Context: an optimization exercise on an open-source flow, tuned for small area and a short achievable clock period. The choices shown serve that exercise and are no tape-out recipe.
The RTL was checked by simulation tests, not by an equivalence proof against the original design.

==> inputs of run G <==
==> flow/design.v (excerpt) <==
module equalizerTop (
    input  logic S_AXI_ACLK,
    input  logic S_AXI_ARESETN,
    input  logic [5:0] S_AXI_AWADDR,
    input  logic S_AXI_AWVALID,
    output logic S_AXI_AWREADY,
    input  logic [31:0] S_AXI_WDATA,
    input  logic S_AXI_WVALID,
    output logic S_AXI_WREADY,
    output logic [1:0] S_AXI_BRESP,
    output logic S_AXI_BVALID,
    input  logic S_AXI_BREADY,
    input  logic [5:0] S_AXI_ARADDR,
    input  logic S_AXI_ARVALID,
    output logic S_AXI_ARREADY,
    output logic [31:0] S_AXI_RDATA,
    output logic [1:0] S_AXI_RRESP,
    output logic S_AXI_RVALID,
    input  logic S_AXI_RREADY,
    input  logic [207:0] bandIn,       
    input  logic bandValid,
    output logic [15:0] dacWord,
    output logic dacChannel,
    output logic dacValid
);
    logic [numBands*sampleWidth-1:0] gains;      
    logic                            mixValid;
    axiLiteGainRegs gainRegs (
        .S_AXI_ACLK    (S_AXI_ACLK),
        .S_AXI_ARESETN (S_AXI_ARESETN),
        .S_AXI_AWADDR  (S_AXI_AWADDR),
        .S_AXI_AWVALID (S_AXI_AWVALID),
        .S_AXI_AWREADY (S_AXI_AWREADY),
        .S_AXI_WDATA   (S_AXI_WDATA),
        .S_AXI_WVALID  (S_AXI_WVALID),
        .S_AXI_WREADY  (S_AXI_WREADY),
        .S_AXI_BRESP   (S_AXI_BRESP),
        .S_AXI_BVALID  (S_AXI_BVALID),
        .S_AXI_BREADY  (S_AXI_BREADY),
        .S_AXI_ARADDR  (S_AXI_ARADDR),
        .S_AXI_ARVALID (S_AXI_ARVALID),
        .S_AXI_ARREADY (S_AXI_ARREADY),
        .S_AXI_RDATA   (S_AXI_RDATA),
        .S_AXI_RRESP   (S_AXI_RRESP),
        .S_AXI_RVALID  (S_AXI_RVALID),
        .S_AXI_RREADY  (S_AXI_RREADY),
        .gains         (gains)
    );
    bandMixer mixer (
        .S_AXI_ACLK    (S_AXI_ACLK),
        .S_AXI_ARESETN (S_AXI_ARESETN),
        .bandIn        (bandIn),
        .bandValid     (bandValid),
        .gains         (gains),
        .dacWord       (dacWord),
        .mixValid      (mixValid),
        .dacValid      (dacValid)
    );
    dacSampleFormatter formatter (
        .S_AXI_ACLK    (S_AXI_ACLK),
  ...
Settings: LEC_CHECK=0, CAP_MARGIN=20, CORE_MARGIN=2, CORE_UTILIZATION=70, CTS_BUF_LIST=sky130_fd_sc_hd__clkbuf_8, SLEW_MARGIN=20, SYNTH_HIERARCHICAL=1, SYNTH_MINIMUM_KEEP_SIZE=0; clock period 10.0 ns.
standard.sh (not shown) runs the stock make flow with config.mk's settings and CLKGATE_MAP_FILE= SYNTH_SCRIPT=/design/flow/synth_recipe.tcl, a recipe that flattens the netlist after the stock synthesis.
==> flow/flow/run.sh <==
#!/bin/bash
set -euo pipefail
SETUP_MARGIN=6.1
bash standard.sh "SETUP_SLACK_MARGIN=${SETUP_MARGIN}" \
    "BUFFER_PORTS_ARGS=-buffer_cell sky130_fd_sc_hd__buf_2" \
    finish > standard.log 2>&1
==> run Z: changes against run G <==
==> flow/flow/run.sh (replaced) <==
#!/bin/bash
set -euo pipefail
SETUP_MARGIN=5.9
bash standard.sh "SETUP_SLACK_MARGIN=${SETUP_MARGIN}" \
    "BUFFER_PORTS_ARGS=-buffer_cell sky130_fd_sc_hd__buf_2" \
    finish > standard.log 2>&1
- CORE_UTILIZATION: 70 -> 60
==> impl_metrics.py <==
metrics = {
    "power_and_ir_drop": {
        "power_density_nw_per_um2": 172,
    },
    "die": {
        "fp.dieH_um": 409,
    },
    "outcome": {
        "status": "finished clean",
    },
    "critical_path": {
        "path_cells": "buf_2, xnor2_1, nor2b_1, a21oi_1, fa_1, fa_1, fa_1",
    },
    "sta": {
        "timing.final.ws_setup_ns": 5.72,
    },
    "final_layout": {
        "final_net_count": 10960,
    },
    "placement": {
        "dp.cells": 10924,
    },
}
The numbers above come from run Z.

==> impl_metrics.py <==
metrics = {
    "outcome": {
        "status": "finished clean",
    },
    "die": {
        "fp.dieH_um": 379,
    },
    "placement": {
        "dp.cells": 10623,
    },
    "power_and_ir_drop": {
        "power_density_nw_per_um2": 173,
    },
    "sta": {
        "timing.final.ws_setup_ns": 5.83,
    },
}
The numbers above come from run G.

## static timing again, ports no longer ideal
The flow's constraints put no driver on any port. The routed layouts listed below were extracted and timed again, unchanged, in two steps. Step 1 sets driving cells, clkbuf_16 on the clock port and buf_2 on the other inputs (assumed; they add their load-dependent delay and slew). Step 2 adds t to the input delays and takes it off the output delays; t is the mean of the earliest and latest rising clock arrival at the registers after step 1. Input paths then give back, and output paths get back, about the clock's delay inside the block. a / b / c = no drivers / after step 1 / after step 2; a / b = the first two.
run | t (ns) | setup WS [ns] | slew at the worst register clock pin (ns) | worst slew at a driven data input, ns
run G | 1.030 | 5.831 / 5.831 / 4.955 | 0.09 / 0.09 | 0.15
run Z | 1.098 | 5.722 / 5.795 / 4.697 | 0.08 / 0.08 | 0.16
After both steps setup and hold are still met in every run listed. For run Z, which loses most, drivers alone change the setup slack by +0.073 ns; drivers and shift together by -1.025 ns.
